Source: an optimization exercise on an open RTL-to-GDS flow (aim: small area, a short achievable clock period and few clock cycles per item). Production flows keep margins and buffers that such runs may drop.
Function was checked by simulation only, so behaviour that the tests miss may differ from the original.
No activity file was given, so power comes from the tool's default toggle rates.

==> 05-08 <==
## block_bitmap_allocator
module block_bitmap_allocator #(
   parameter int NUM_BLOCKS = bba_pkg::NUM_BLOCKS_DEF,
   parameter int WORD_BITS  = bba_pkg::WORD_BITS_DEF
) (
   input  logic                          clock,
   input  logic                          reset,
   input  logic                          req_valid,
   output logic                          req_ready,
   input  logic                          req_opcode,
   input  logic [bba_pkg::BLOCK_W-1:0]   req_block_number,
   output logic                          rsp_valid,
   input  logic                          rsp_ready,
   output logic [bba_pkg::BLOCK_W-1:0]   rsp_allocated_block,
   output logic [bba_pkg::STATUS_W-1:0]  rsp_status,
   input  logic                          csr_wr_en,
   input  logic [bba_pkg::COUNT_W-1:0]   csr_wr_data
);
   localparam int NW   = NUM_BLOCKS / WORD_BITS;    
   localparam int BW   = $clog2(WORD_BITS);         
   localparam int AW   = $clog2(NW);                
   localparam int BLKW = bba_pkg::BLOCK_W;          
   localparam int CNTW = bba_pkg::COUNT_W;          
   localparam int STW  = bba_pkg::STATUS_W;
   logic clear_ff;
   always_ff @(posedge clock) begin
      clear_ff <= reset;
   end
   logic                 csr_q;
   logic [CNTW-1:0]      cnt_ff;
   logic [CNTW-1:0]      eff;
   logic [AW:0]          nwords;
   logic [AW-1:0]        lastw;
   logic [CNTW-1:0]      eff_ff;
   logic [AW:0]          nw_ff;
   logic [AW-1:0]        lw_ff;
   logic [WORD_BITS-1:0] lastmask;
   always_ff @(posedge clock) begin
      csr_q <= csr_wr_en;
      if (csr_wr_en)     cnt_ff <= csr_wr_data;
      else if (clear_ff) cnt_ff <= bba_pkg::COUNT_RESET;
   end
   assign eff    = (cnt_ff[CNTW-1] && |cnt_ff[CNTW-2:0]) ? CNTW'(NUM_BLOCKS) : cnt_ff;
   assign nwords = eff[CNTW-1:BW] + (AW+1)'(|eff[BW-1:0]);
   assign lastw  = eff[CNTW-2:BW] - AW'(eff[BW-1:0] == '0);
   always_ff @(posedge clock) begin
      if (clear_ff) begin
         eff_ff <= CNTW'(NUM_BLOCKS);
         nw_ff  <= (AW+1)'(NW);
         lw_ff  <= AW'(NW - 1);
      end else begin
         eff_ff <= eff;
         nw_ff  <= nwords;
         lw_ff  <= lastw;
      end
   end
   always_ff @(posedge clock) begin
  ...
==> flow/config.mk <==
export PLATFORM = sky130hd
export DESIGN_NAME = block_bitmap_allocator
export DESIGN_NICKNAME = block_bitmap_allocator
export VERILOG_FILES = /design/flow/design.v
export SDC_FILE = /design/flow/constraint.sdc
export NUM_CORES = 4
export LEC_CHECK = 0
export ABC_CLOCK_PERIOD_IN_PS = 3000
export CAP_MARGIN = 35
export CORE_MARGIN = 2
export CORE_UTILIZATION = 45
export CTS_CLUSTER_DIAMETER = 100
export CTS_CLUSTER_SIZE = 20
export PLACE_DENSITY = 0.6
export SETUP_SLACK_MARGIN = 4.5
export SLEW_MARGIN = 35
==> flow/constraint.sdc <==
create_clock -name core_clock -period 8.0 [get_ports {clock}]
set_input_delay 1.6000 -clock core_clock [delete_from_list [all_inputs] [get_ports {clock}]]
set_output_delay 1.6000 -clock core_clock [all_outputs]
set_load 0.01 [all_outputs]
run.sh (not shown) runs the stock make flow with config.mk's settings and CLKGATE_MAP_FILE= SYNTH_SCRIPT=/design/flow/synth_recipe.tcl, a recipe that flattens the netlist after the stock synthesis.
==> 06-13 (differences from 05-08) <==
==> flow/config.mk (replaced) <==
export PLATFORM = sky130hd
export DESIGN_NAME = block_bitmap_allocator
export DESIGN_NICKNAME = block_bitmap_allocator
export VERILOG_FILES = /design/flow/design.v
export SDC_FILE = /design/flow/constraint.sdc
export NUM_CORES = 4
export LEC_CHECK = 0
export ABC_CLOCK_PERIOD_IN_PS = 3000
export CAP_MARGIN = 20
export CORE_MARGIN = 2
export CORE_UTILIZATION = 35
export CTS_CLUSTER_DIAMETER = 100
export CTS_CLUSTER_SIZE = 20
export PLACE_DENSITY = 0.5
export SETUP_SLACK_MARGIN = 4.5
export SLEW_MARGIN = 20
==> 08-24 (differences from 05-08) <==
--- a/flow/design.v
+++ b/flow/design.v
@@ -424,18 +424,14 @@
    logic                 wr_load;
    logic [AW-1:0]        wr_a_in;
    logic [WORD_BITS-1:0] wr_d_in;
    logic [BLKW-1:0]      rs_b;
    logic [STW-1:0]       rs_s;
    logic                 p1_start;
    logic                 p2_done;
-   logic                 c_free;
-   logic                 a_shift;
-   assign c_free  = c_fire && c_op_ff == bba_pkg::OP_FREE;
-   assign a_shift = c_fire && c_op_ff == bba_pkg::OP_ALLOC && !s0_v_ff && s1_v_ff && a_any;
    always_comb begin
       s0_v_in = s0_v_ff; s0_w_in = s0_w_ff; s0_d_in = s0_d_ff; s0_l_in = s0_l_ff;
       s1_v_in = s1_v_ff; s1_w_in = s1_w_ff; s1_d_in = s1_d_ff; s1_l_in = s1_l_ff;
       s2_v_in = s2_v_ff; s2_w_in = s2_w_ff; s2_d_in = s2_d_ff; s2_l_in = s2_l_ff;
       lb_in   = lb_ff;
       exh_in  = exh_ff;
       kill    = 1'b0;
@@ -498,22 +494,22 @@
                end
             end else begin
                exh_in = 1'b0;
                kill   = 1'b1;
             end
          end
       end
-      p2_done = p2_v_ff && !c_free && (p2_n_ff || a_shift || !s2_v_ff);
-      if (p2_v_ff && !c_free && p2_n_ff) begin
+      p2_done = p2_v_ff && !kill && (p2_n_ff || !s2_v_in);
+      if (p2_v_ff && !kill && p2_n_ff) begin
          exh_in = 1'b1;
-      end else if (p2_done) begin
+      end else if (p2_v_ff && !kill && !s2_v_in) begin
          lb_in = p2_wp1_ff;
-         if (a_shift ? s2_v_ff : s1_v_ff) begin
+         if (s1_v_in) begin
             s2_v_in = 1'b1; s2_w_in = p2_w_ff; s2_d_in = p2_d_ff; s2_l_in = p2_l_ff;
-         end else if (a_shift || s0_v_ff) begin
+         end else if (s0_v_in) begin
             s1_v_in = 1'b1; s1_w_in = p2_w_ff; s1_d_in = p2_d_ff; s1_l_in = p2_l_ff;
          end else begin
             s0_v_in = 1'b1; s0_w_in = p2_w_ff; s0_d_in = p2_d_ff; s0_l_in = p2_l_ff;
          end
       end
    end
    assign p1_start = !exh_ff && !p1_v_ff && !p2_v_ff && !pf_hold_ff;
==> flow/config.mk (replaced) <==
export PLATFORM = sky130hd
export DESIGN_NAME = block_bitmap_allocator
export DESIGN_NICKNAME = block_bitmap_allocator
export VERILOG_FILES = /design/flow/design.v
export SDC_FILE = /design/flow/constraint.sdc
export NUM_CORES = 4
export LEC_CHECK = 0
export ABC_CLOCK_PERIOD_IN_PS = 3000
export CAP_MARGIN = 20
export CORE_MARGIN = 2
export CORE_UTILIZATION = 35
export CTS_CLUSTER_DIAMETER = 100
export CTS_CLUSTER_SIZE = 20
export PLACE_DENSITY = 0.5
export SETUP_SLACK_MARGIN = 4.5
export SLEW_MARGIN = 20
==> qor summary <==
item	06-13	05-08	08-24
Outcome	no timing/DRC/antenna violations	no timing/DRC/antenna violations	no timing/DRC/antenna violations
Met2 wire length	346000 um	324000 um	326000 um
Final layout net count	11100	11200	11000
Pin count of the biggest net entering global routing	104	129	115
Relative area change from synthesis to final layout	18.2%	18.4%	17.1%
Internal reg-to-reg setup slack	4.02 ns	4.03 ns	3.79 ns
Detailed route wirelength on metal3	52500 um	62600 um	52100 um
Final hold slack	0.446 ns	0.448 ns	0.445 ns
Multiplexer share of the synthesized area	0.163	0.163	0.167
Layout clock buffers	300	310	298
Syn avg cell area	18.7 um2	18.7 um2	18.6 um2
Fraction of area in clock buffers and inverters	0.0347	0.0351	0.0349
GR Util All Layers	0.255	0.318	0.249
Hold_sp	r1_b_ff[2]$_DFF_P_	r1_b_ff[4]$_DFF_P_	r1_s_ff[1]$_DFF_P_
Worst path setup slack after routing	4.02 ns	4.03 ns	3.79 ns
Dpl cell area	202000 um2	201000 um2	203000 um2
Dpl hpwl	421000 um	404000 um	399000 um
Share of synthesized cell area in full adder, half adder and majority cells	0.00338	0.00338	0.00333
Gate Count Post-Synth	10200	10200	10300
Arrival time reported for the critical path endpoint	4.68 ns	4.62 ns	5.10 ns
Initial core utilization	0.351	0.451	0.351
Multi-input combinational cell area	56700 um2	57200 um2	56200 um2
Internal power	39.1 mW	39.3 mW	39.1 mW
Min cycle time layout	3.98 ns	3.97 ns	4.21 ns
Crit path capture	p1_w_ff[5]$_SDFFCE_PP0P_	p1_w_ff[5]$_SDFFCE_PP0P_	s2_d_ff[16]$_SDFF_PP0_
DRT iter0 DRCs	15100	16500	15100
Testbench counts of 05-08, summed over its fixed seeds: cycles 24,117, items 24,000.
Testbench counts of 06-13, summed over its fixed seeds: cycles 24,117, items 24,000.
Testbench counts of 08-24, summed over its fixed seeds: cycles 24,117, items 24,000.

==> separate check: timing with driven ports <==
How much do the figures lean on ideal ports? The routed layouts below were timed once more, with nothing changed but the port constraints.
Step 1: set_driving_cell puts a clkbuf_16 on clock and a buf_2 on each other input, an assumption about the parent block.
Step 2 times the ports against the registers' clock, not the clock port: input delays grow and output delays shrink by t, the midpoint of the rising clock arrivals with the driver on.
Three values: ideal ports, drivers, drivers and shift; two values: the first two.
run | shift t [ns] | slack for setup (ns) | worst setup path after step 2 | worst data-port slew with drivers (ns)
05-08 | 1.078 | 4.031 / 4.031 / 4.031 | register to register | 0.06
06-13 | 1.098 | 4.024 / 4.024 / 4.024 | register to register | 0.14
08-24 | 1.106 | 3.786 / 3.786 / 3.786 | register to register | 0.04
After both steps every run listed still meets setup and hold.
